Background: an optimization exercise with open tools, aiming at small area, a short achievable clock period and few clock cycles per item. Do not read the settings as production practice.
Function was checked by simulation only, so behaviour that the tests miss may differ from the original.
Power is estimated from default activity; no workload was simulated.

### design/flow/design.v
`timescale 1ns / 1ps
package trle_pkg;
    localparam int SAMPLE_W  = 16;
    localparam int COUNT_W   = 16;
    localparam int TIME_W    = 32;
    localparam int MAXRUNS_W = 5;
    localparam int CFG_AW    = 2;
    localparam int CFG_DW    = 32;
    localparam int REM_STEPS = SAMPLE_W;
    localparam int STEP_W    = $clog2(REM_STEPS);
    localparam logic [CFG_AW-1:0] CFG_INTERVAL   = 2'd0;
    localparam logic [CFG_AW-1:0] CFG_RELATIVE   = 2'd1;
    localparam logic [CFG_AW-1:0] CFG_MAX_RUNS   = 2'd2;
    localparam logic [CFG_AW-1:0] CFG_ALIVE_TIME = 2'd3;
    localparam logic [SAMPLE_W-1:0]  RST_INTERVAL   = 16'd1;
    localparam logic [MAXRUNS_W-1:0] RST_MAX_RUNS   = 5'd16;
    localparam logic [TIME_W-1:0]    RST_ALIVE_TIME = 32'hFFFF_FFFF;
    localparam logic [COUNT_W-1:0] COUNT_MAX = 16'hFFFF;
endpackage
`timescale 1ns / 1ps
module trle_store #(
    parameter int DEPTH = 16,
    parameter int AW    = $clog2(DEPTH)
) (
    input  logic                          i_clk,
    input  logic                          i_vwe,
    input  logic                          i_cwe,
    input  logic [AW-1:0]                 i_waddr,
    input  logic [trle_pkg::SAMPLE_W-1:0] i_wvalue,
    input  logic [trle_pkg::COUNT_W-1:0]  i_wcount,
    input  logic [AW-1:0]                 i_raddr,
    output logic [trle_pkg::SAMPLE_W-1:0] o_rvalue,
    output logic [trle_pkg::COUNT_W-1:0]  o_rcount
);
    logic [trle_pkg::SAMPLE_W-1:0] r_val [0:DEPTH-1];
    logic [trle_pkg::COUNT_W-1:0]  r_cnt [0:DEPTH-1];
    always_ff @(posedge i_clk) begin
        if (i_vwe) begin
            r_val[i_waddr] <= i_wvalue;
        end
        if (i_cwe) begin
            r_cnt[i_waddr] <= i_wcount;
        end
    end
    assign o_rvalue = r_val[i_raddr];
    assign o_rcount = r_cnt[i_raddr];
endmodule
`timescale 1ns / 1ps
module trle_rem (
    input  logic                          i_clk,
    input  logic                          i_rst_n,
    input  logic                          i_start,
    input  logic                          i_abort,
    input  logic [trle_pkg::SAMPLE_W-1:0] i_dividend,
    input  logic [trle_pkg::SAMPLE_W-1:0] i_divisor,
    output logic [trle_pkg::SAMPLE_W-1:0] o_rem,
    output logic                          o_busy,
    output logic                          o_done
);
    logic [trle_pkg::SAMPLE_W-1:0] r_rem;
    logic [trle_pkg::STEP_W-1:0]   r_idx;
    logic                          r_busy;
    logic                          r_done;
    logic [trle_pkg::SAMPLE_W:0]   w_trial;
    logic [trle_pkg::SAMPLE_W:0]   w_diff;
    assign w_trial = {r_rem, i_dividend[r_idx]};
    assign w_diff  = w_trial - {1'b0, i_divisor};
    always_ff @(posedge i_clk) begin
        if (!i_rst_n) begin
            r_busy <= 1'b0;
            r_done <= 1'b0;
            r_idx  <= '0;
        end else begin
            r_done <= 1'b0;
            if (i_start) begin
                r_busy <= 1'b1;
                r_idx  <= trle_pkg::STEP_W'(trle_pkg::REM_STEPS - 1);
            end else if (i_abort) begin
                r_busy <= 1'b0;
            end else if (r_busy) begin
                r_idx <= r_idx - trle_pkg::STEP_W'(1);
                if (r_idx == '0) begin
                    r_busy <= 1'b0;
                    r_done <= 1'b1;
                end
            end
        end
    end
    always_ff @(posedge i_clk) begin
        if (i_start) begin
            r_rem <= '0;
        end else if (r_busy) begin
            r_rem <= w_diff[trle_pkg::SAMPLE_W] ? w_trial[trle_pkg::SAMPLE_W-1:0]
                                                : w_diff[trle_pkg::SAMPLE_W-1:0];
        end
    end
    assign o_rem  = r_rem;
    assign o_busy = r_busy;
    assign o_done = r_done;
endmodule
`timescale 1ns / 1ps
module tolerant_run_length_encoder_core #(
    parameter int RUN_DEPTH = 16
) (
    input  logic                          i_clk,
    input  logic                          i_rst_n,
    input  logic                          i_s_tvalid,
    output logic                          o_s_tready,
    input  logic [47:0]                   i_s_tdata,
    output logic                          o_m_tvalid,
    input  logic                          i_m_tready,
    output logic [31:0]                   o_m_tdata,
    output logic                          o_m_tlast,
    input  logic                          i_cfg_we,
    input  logic [trle_pkg::CFG_AW-1:0]   i_cfg_addr,
    input  logic [trle_pkg::CFG_DW-1:0]   i_cfg_wdata
);
    localparam int SW = trle_pkg::SAMPLE_W;
    localparam int CW = trle_pkg::COUNT_W;
    localparam int TW = trle_pkg::TIME_W;
    localparam int AW = $clog2(RUN_DEPTH);
    localparam int PW = AW + 1;
    logic [SW-1:0]   r_iv;         
    logic            r_rel;        
    logic [AW-1:0]   r_limm1;      
    logic [TW-1:0]   r_alive;
    logic            r_ib_v;
    logic [SW-1:0]   r_s;
    logic [TW-1:0]   r_now;
    logic [AW-1:0]   r_T;          
    logic [PW-1:0]   r_tail;       
    logic [PW-1:0]   r_commit;     
    logic [PW-1:0]   r_head;       
    logic [TW-1:0]   r_F;          
    logic [CW-1:0]   r_cnt;        
    logic [SW-1:0]   r_v;          
    logic [SW-1:0]   r_lo;         
    logic [SW:0]     r_hp;
    logic            r_bv;         
    logic            r_rcq;        
    logic            r_fix;        
    logic [RUN_DEPTH-1:0] r_last;
    logic [RUN_DEPTH-1:0] r_zero;
    logic            r_ov;
    logic [31:0]     r_od;
    logic            r_ol;
    logic [SW-1:0]   w_d;
    logic [PW-1:0]   w_occ;
    logic            w_room;
    logic            w_go;
    logic            w_acc;
    assign w_d    = {r_iv[SW-1:1], r_iv[0] | (r_iv == '0)};
    assign w_occ  = r_tail - r_head;
    assign w_room = (w_occ < PW'(RUN_DEPTH - 1)) ||
                    ((w_occ == PW'(RUN_DEPTH - 1)) && (r_T != '0));
    assign w_go   = r_ib_v && r_bv && w_room;
    assign o_s_tready = !r_ib_v || w_go;
    assign w_acc      = o_s_tready && i_s_tvalid;
    logic [TW-1:0]   w_nf, w_na, w_csx;
    logic [TW:0]     w_csy;
    logic [TW+1:0]   w_sum;
    logic            w_ge;
    logic            w_age;
    assign w_nf  = ~r_F;
    assign w_na  = ~r_alive;
    assign w_csx = r_now ^ w_nf ^ w_na;
    assign w_csy = {(r_now & w_nf) | (r_now & w_na) | (w_nf & w_na), 1'b0};
    assign w_sum = {2'b00, w_csx} + {1'b0, w_csy} + (TW+2)'(1);
    assign w_ge  = (r_now >= r_F);
    assign w_age = w_ge ? w_sum[TW+1] : (w_sum[TW+1] | w_sum[TW]);
    logic            w_tz;
    logic            w_in_lo, w_in_hi, w_in;
    logic [SW+1:0]   w_hpd;
    logic [SW:0]     w_lod;
    logic            w_up, w_dn;
    logic            w_join, w_zrec, w_agel, w_app;
    logic [PW-1:0]   w_Tn;
    logic            w_cfl;
    logic [PW-1:0]   w_pos;
    logic [PW-1:0]   w_tailm1;
    logic [PW-1:0]   w_tail_n;
    logic [CW-1:0]   w_cnt_n;
    assign w_tz    = (r_T == '0);
    assign w_in_lo = (r_s >= r_lo);
    assign w_in_hi = ({1'b0, r_s} < r_hp);
    assign w_in    = w_in_lo && w_in_hi;
    assign w_hpd   = {1'b0, r_hp} + {2'b00, w_d};
    assign w_lod   = {1'b0, r_lo} - {1'b0, w_d};
    assign w_up    = !w_in_hi && ({2'b00, r_s} < w_hpd);
    assign w_dn    = !w_in_lo && (w_lod[SW] || (r_s >= w_lod[SW-1:0]));
    assign w_join  = !w_age && !w_tz && w_in;
    assign w_zrec  = w_age && w_tz;
    assign w_agel  = w_age && !w_tz;
    assign w_app   = !w_join;
    assign w_Tn    = w_join ? PW'(r_T) : (w_age ? PW'(1) : PW'(r_T) + PW'(1));
    assign w_cfl   = (w_Tn > PW'(r_limm1));
    assign w_tailm1 = r_tail - PW'(1);
    assign w_pos   = w_join ? w_tailm1 : (w_zrec ? r_tail + PW'(1) : r_tail);
    assign w_tail_n = r_tail + PW'(w_app) + PW'(w_zrec);
    assign w_cnt_n = !w_join ? CW'(1) :
                     (r_cnt == trle_pkg::COUNT_MAX) ? r_cnt : r_cnt + CW'(1);
    logic            w_rc;         
    logic [SW-1:0]   w_src;
    logic [SW:0]     w_rsub;
    logic [SW-1:0]   w_rlo;
    logic [SW:0]     w_rhp;
    assign w_rc   = r_rcq;
    assign w_src  = w_rc ? r_v : r_s;
    assign w_rsub = {1'b0, w_src} - {1'b0, r_iv};
    assign w_rlo  = w_rsub[SW] ? '0 : w_rsub[SW-1:0];
    assign w_rhp  = {1'b0, w_src} + {1'b0, r_iv} + (SW+1)'(1);
    logic            w_div_start;
    logic            w_div_abort;
    logic [SW-1:0]   w_rem;
    logic            w_div_busy;
    logic            w_div_done;
    assign w_div_start = w_rc && !r_rel;
    assign w_div_abort = w_rc && r_rel;
    trle_rem u_rem (
        .i_clk      (i_clk),
        .i_rst_n    (i_rst_n),
        .i_start    (w_div_start),
        .i_abort    (w_div_abort),
        .i_dividend (r_v),
        .i_divisor  (w_d),
        .o_rem      (w_rem),
        .o_busy     (w_div_busy),
        .o_done     (w_div_done)
    );
    logic [SW-1:0]   w_rvalue;
    logic [CW-1:0]   w_rcount;
    trle_store #(
        .DEPTH (RUN_DEPTH),
        .AW    (AW)
    ) u_store (
        .i_clk    (i_clk),
        .i_vwe    (w_go && w_app),
        .i_cwe    (w_go),
        .i_waddr  (w_pos[AW-1:0]),
        .i_wvalue (r_s),
        .i_wcount (w_cnt_n),
        .i_raddr  (r_head[AW-1:0]),
        .o_rvalue (w_rvalue),
        .o_rcount (w_rcount)
    );
    always_ff @(posedge i_clk) begin
        if (!i_rst_n) begin
            r_iv    <= trle_pkg::RST_INTERVAL;
            r_rel   <= 1'b0;
            r_limm1 <= AW'(RUN_DEPTH - 1);
            r_alive <= trle_pkg::RST_ALIVE_TIME;
        end else if (i_cfg_we) begin
            case (i_cfg_addr)
                trle_pkg::CFG_INTERVAL: r_iv  <= i_cfg_wdata[SW-1:0];
                trle_pkg::CFG_RELATIVE: r_rel <= i_cfg_wdata[0];
                trle_pkg::CFG_MAX_RUNS: begin
                    if (i_cfg_wdata[trle_pkg::MAXRUNS_W-1:0] == '0) begin
                        r_limm1 <= '0;
                    end else if (i_cfg_wdata[trle_pkg::MAXRUNS_W-1:0] >= trle_pkg::MAXRUNS_W'(RUN_DEPTH)) begin
                        r_limm1 <= AW'(RUN_DEPTH - 1);
                    end else begin
                        r_limm1 <= AW'(i_cfg_wdata[trle_pkg::MAXRUNS_W-1:0] - trle_pkg::MAXRUNS_W'(1));
                    end
                end
                trle_pkg::CFG_ALIVE_TIME: r_alive <= i_cfg_wdata;
                default: begin
                end
            endcase
        end
    end
    always_ff @(posedge i_clk) begin
        if (w_acc) begin
            r_s   <= i_s_tdata[SW-1:0];
            r_now <= i_s_tdata[SW +: TW];
        end
    end
    always_ff @(posedge i_clk) begin
        if (!i_rst_n) begin
            r_ib_v <= 1'b0;
        end else if (w_acc) begin
            r_ib_v <= 1'b1;
        end else if (w_go) begin
            r_ib_v <= 1'b0;
        end
    end
    always_ff @(posedge i_clk) begin
        if (!i_rst_n) begin
            r_T      <= '0;
            r_tail   <= '0;
            r_commit <= '0;
            r_F      <= '0;
        end else if (w_go) begin
            r_T      <= w_cfl ? '0 : w_Tn[AW-1:0];
            r_tail   <= w_tail_n;
            if (w_cfl) begin
                r_commit <= w_tail_n;
            end else if (w_age) begin
                r_commit <= r_tail + PW'(w_zrec);
            end
            if (w_age || w_cfl) begin
                r_F <= r_now;
            end
        end
    end
    always_ff @(posedge i_clk) begin
        if (w_go) begin
            r_cnt <= w_cnt_n;
        end
    end
    always_ff @(posedge i_clk) begin
        if (!i_rst_n) begin
            r_v   <= '0;
            r_lo  <= '0;
            r_hp  <= (SW+1)'(1);
            r_bv  <= 1'b1;
            r_rcq <= 1'b0;
            r_fix <= 1'b0;
        end else begin
            if (w_go && w_app) begin
                r_v <= r_s;
                if (r_rel) begin
                    r_lo <= w_rlo;
                    r_hp <= w_rhp;
                end else if (w_in) begin
                end else if (w_up) begin
                    r_lo <= r_hp[SW-1:0];
                    r_hp <= w_hpd[SW:0];
                end else if (w_dn) begin
                    r_lo <= w_lod[SW-1:0];
                    r_hp <= {1'b0, r_lo};
                end else begin
                    r_bv  <= 1'b0;
                    r_rcq <= 1'b1;
                end
            end
            if (r_rcq) begin
                r_rcq <= 1'b0;
                r_fix <= 1'b0;
                if (r_rel) begin
                    r_lo <= w_rlo;
                    r_hp <= w_rhp;
                    r_bv <= 1'b1;
                end
            end else if (w_div_done) begin
                r_hp  <= {1'b0, r_v - w_rem};
                r_fix <= 1'b1;
            end else if (r_fix) begin
                r_lo  <= r_hp[SW-1:0];
                r_hp  <= w_hpd[SW:0];
                r_bv  <= 1'b1;
                r_fix <= 1'b0;
            end
            if (i_cfg_we && ((i_cfg_addr == trle_pkg::CFG_INTERVAL) ||
                             (i_cfg_addr == trle_pkg::CFG_RELATIVE))) begin
                r_bv  <= 1'b0;
                r_rcq <= 1'b1;
                r_fix <= 1'b0;
            end
        end
    end
    always_ff @(posedge i_clk) begin
        for (int k = 0; k < RUN_DEPTH; k++) begin
            if (w_go) begin
                if (w_app && (w_pos[AW-1:0] == AW'(k))) begin
                    r_last[k] <= w_cfl;
                    r_zero[k] <= 1'b0;
                end else begin
                    if (((w_agel || (w_join && w_cfl)) && (w_tailm1[AW-1:0] == AW'(k))) ||
                        (w_zrec && (r_tail[AW-1:0] == AW'(k)))) begin
                        r_last[k] <= 1'b1;
                    end
                    if (w_zrec && (r_tail[AW-1:0] == AW'(k))) begin
                        r_zero[k] <= 1'b1;
                    end
                end
            end
        end
    end
    logic w_ld;
    assign w_ld = (r_head != r_commit) && (!r_ov || i_m_tready);
    always_ff @(posedge i_clk) begin
        if (!i_rst_n) begin
            r_head <= '0;
            r_ov   <= 1'b0;
        end else if (w_ld) begin
            r_head <= r_head + PW'(1);
            r_ov   <= 1'b1;
        end else if (i_m_tready) begin
            r_ov   <= 1'b0;
        end
    end
    always_ff @(posedge i_clk) begin
        if (w_ld) begin
            r_od <= r_zero[r_head[AW-1:0]] ? 32'h0 : {w_rcount, w_rvalue};
            r_ol <= r_last[r_head[AW-1:0]];
        end
    end
    assign o_m_tvalid = r_ov;
    assign o_m_tdata  = r_od;
    assign o_m_tlast  = r_ol;
endmodule
### design/flow/run.sh
#!/bin/bash
# synth_recipe.tcl (not shown) runs the flow's synth.tcl, then flattens the netlist and writes it again
# the make line also repeats each setting of config.mk as NAME=value (left out here)
make -C /OpenROAD-flow-scripts/flow DESIGN_CONFIG=/design/flow/config.mk WORK_HOME=/design/flow/orfs CLKGATE_MAP_FILE= SYNTH_SCRIPT=/design/flow/synth_recipe.tcl finish
### design/flow/config.mk
export PLATFORM = sky130hd
export DESIGN_NAME = tolerant_run_length_encoder_core
export DESIGN_NICKNAME = tolerant_run_length_encoder_core
export VERILOG_FILES = /design/flow/design.v
export SDC_FILE = /design/flow/constraint.sdc
export NUM_CORES = 4
export LEC_CHECK = 0
export CAP_MARGIN = 20
export CORE_MARGIN = 2
export CORE_UTILIZATION = 40
export SLEW_MARGIN = 20
### design/flow/constraint.sdc
create_clock -name core_clock -period 7.0 [get_ports {i_clk}]
set_input_delay 1.4000 -clock core_clock [delete_from_list [all_inputs] [get_ports {i_clk}]]
set_output_delay 1.4000 -clock core_clock [all_outputs]
set_load 0.01 [all_outputs]
==> results.cfg <==
[outcome]
status = finished clean

[drt]
vias_per_cell = 5.66
vias = 27900
ant_nets = 0
wl_um = 115000
firstDrtPassIters = 6
drc = 0
wire_per_inst_um = 23.3
dr.first_iter.drc_count = 2405

[synthesis]
synth_top_area_cell = edfxtp_1
yosys.area.top_type_share = 0.457
ys_seq_area_frac = 0.542
synth_fp_nets = 3709
synthTopCellsByCount = 641 x edfxtp_1, 339 x nand2_1, 244 x ha_1
synthesis.area_um2 = 42100
synthCells = 3338
synth_warnings = 3
synth.top_cells.by_area = edfxtp_1 46%, mux4_2 9.4%, dfxtp_1 8.6%
synth_enable_flop_cells = 641
ys_types = 99
synth_area_per_cell_um2 = 12.6
ys_ff_latch = 821
synth_most_common_cell = edfxtp_1
synth_ff_type = edfxtp_1
synth-async-reset-ratio = 0

[setup_path]
reg2reg_depth = 21
cp-end-kind = flop
slowest_delay_ns = 0.72
critPathTopFamily = compound AO/OA/AOI/OAI gates
cp-start-kind = flop
cp.required_ns = 7.57
crit_top_cell = o21ai_0
path_cells = nor4_1 > a41o_1 > ha_1 > nor2b_1 > o21ai_0 > a21boi_0 > o31ai_1 > o211ai_1 > a21oi_1 > xor2_1 > ha_1 > a2111oi_0 > o21ai_0 > o21ai_0 > o21ai_0 > a211oi_1 > or2_1 > nand2_2 > nand3_1 > a221oi_1 > o311a_1
arrival_ns = 6.97
path_class = flop to flop
crit_buf_inv = 0
cpMaxStageDelayCell = o31ai_1
path_depth = 21
crit_fanout = 9

[global_routing]
grt_pass1_wl_um = 174000
grt_use_total = 0.213
globalRouteOverflowTotal = 0
grt_max_degree = 74
antenna_found_initial = 1
grt_pass1_vias = 27900

[die]
die_h_um = 329
row_count = 119
coreArea_um2 = 105000
start_util = 0.402
dieWidth_um = 329
dieArea_um2 = 108000
io_pins = 122

[place]
io_buffers = 121
dp_hpwl_um = 78100
place_congestion = 0.961
dp_slack_ns = 0.739

[layout]
antennaDiodeCount = 0
final_layout_size_suffix_gt1_frac = 0.133
area_delta_synth_final_pct = 14.3
nets = 3843

[timing]
fin_crit_ns = 6.40
hold_viol = 0
rsz0062_at_grt = false
worst_pin_slew_ns = 1.16
fin_setup_tns_ns = 0
relSlewSlack = 0.226
setup_ws_ns = 0.598
slew_viol_final = 0
finalSetupViolations = 0
fin_skew_ns = 0.0506
fin_crit_sh = 0.915
fmax_mhz = 156

[cts]
cts.sinks = 821
ctsHoldBuffers = 0
cts_tree = built
post_cts_resized = 0
htreeDepth = 3
path_clk_slew_ns = 0.06
cts.path.max_buffers = 3
root_buffer = clkbuf_16
cts_buffers = 90
clock_latency_ns = 0.68
cts_setup_buffers = 0

[hold_path]
whs_path_depth = 2
holdCritPathClass = flop to flop

[power]
powerDensity_nw_per_um2 = 348
fin_total_pwr_mw = 16.8
vdd.ir_drop.worst_v = 0.000242
leakagePower_nw = 17.1

[flow_run]
cap_violations = 0
worst register-to-register path: cells and delay by family (launching register included):
| kind | cells | cell delay [ns] |
|---|---|---|
| simple gates | 5 | 1.66 |
| compound gates | 13 | 3.56 |
| fa+ha+maj | 2 | 0.51 |
| xor+xnor | 1 | 0.25 |
| flops | 1 | 0.35 |
kinds of logic (layout without fill, tap and decap cells):
group                      Yosys count  in the layout  share of synthesized area
DFF                                821            821                      0.542
AOI/OAI and AO/OA                  712            712                      0.112
adders and majority gates          284            284                     0.0915
xor gates and xnor gates           111            111                     0.0233
and+or+nand+nor                    834            834                     0.0937
muxes                              215            215                      0.104
buffers and inverters              361            570                     0.0337
path summary, 6_finish.rpt:
check                       startpoint                    to  slack (ns)
hold / removal    r_F[16]$_SDFFE_PN0P_  r_F[16]$_SDFFE_PN0P_        0.45
hold reg to reg   r_F[16]$_SDFFE_PN0P_  r_F[16]$_SDFFE_PN0P_        0.45
setup / recovery  r_iv[8]$_SDFFE_PN0P_    r_hp[5]$_SDFF_PN0_        0.60
setup reg to reg  r_iv[8]$_SDFFE_PN0P_    r_hp[5]$_SDFF_PN0_        0.60
metrics by stage:
| stage | cells | instance area (um^2) | util | hold slack [ns] |
|---|---|---|---|---|
| global route | 4938 | 48200 | 0.460 | 0.473 |
| global placement | 4769 | 45000 | 0.430 | 0.442 |
| floorplan | 3338 | 42100 | - | 0.436 |
| detailed placement | 4769 | 45000 | 0.430 | 0.447 |
| CTS | 4936 | 48100 | 0.459 | 0.455 |
| finish | 4938 | 48200 | 0.460 | 0.454 |
state kept, by name, indices dropped and copies added, names as in the netlist, 4 cells and up:
name,flops
u_store.r_cnt,256
r_alive,32
r_tail,5
r_zero,16
r_last,16
r_v,16
u_rem.r_rem,16
r_commit,5
r_iv,16
u_store.r_val,256
r_od,32
r_now,32
r_hp,17
u_rem.r_idx,4
r_T,4
r_F,32
r_lo,16
r_head,5
r_s,16
r_cnt,16
r_limm1,4
cell usage in the layout, fill, tap and decap left out, types with 116 or more instances in the layout:
| master | netlist | final |
|---|---|---|
| a21oi_1 | 217 | 214 |
| nor2_1 | 154 | 140 |
| inv_1 | 208 | 206 |
| clkdlybuf4s50_1 | 0 | 120 |
| ha_1 | 244 | 244 |
| mux4_2 | 175 | 175 |
| dfxtp_1 | 180 | 174 |
| nand2_1 | 339 | 339 |
| o21ai_0 | 116 | 116 |
| edfxtp_1 | 641 | 641 |
per-layer routing:
layer / global-route usage / share of wire / vias to the layer above
li1: - / - / 12900
met1: 0.304 / 0.45 / 13900
met2: 0.341 / 0.46 / 1001
met3: 0.0278 / 0.066 / 173
met4: 0.0636 / 0.026 / 0
met5: 0 / 0 / -
where the power goes:
group	internal (mW)	total [mW]	switching, mW
clock	2.93	4.95	2.02
sequential	5.76	6.14	0.379
combinational	2.48	5.69	3.21
total	11.2	16.8	5.61
area by class of cell:
type                    count  area (um^2)
fillers                  9471        56600
flip-flops and latches    821        22900
multi-input cells        2156        17900
clock buffers             110         2390
well taps                1391         1740
repair buffers            191         1740
inverters                 212          801
clock inverters            57          717
Testbench counts, summed over its fixed seeds: cycles 15,726, words 12,800.

## port drivers added, routing unchanged
No port has a modelled driver above. Below, the same layout with a new extraction and two added sets of constraints.
Step 1 assumes that a clkbuf_16 drives the clock port and a buf_2 every other input.
Step 2 adds t to the input delays and takes it off the output delays; t is the mean of the earliest and latest rising clock arrival at the registers after step 1. Input paths then give back, and output paths get back, about the clock's delay inside the block.
Slacks: ideal / step 1 / step 2; pairs: ideal / step 1.
t (ns): 0.726
slack for setup (ns): 0.598 / 0.598 / 0.598
worst setup path at the end: register to register
worst data-port slew with drivers (ns): 0.06
After both steps this run still meets setup and hold. For this run, drivers alone change the setup slack by 0.000 ns; drivers and shift together by 0.000 ns.
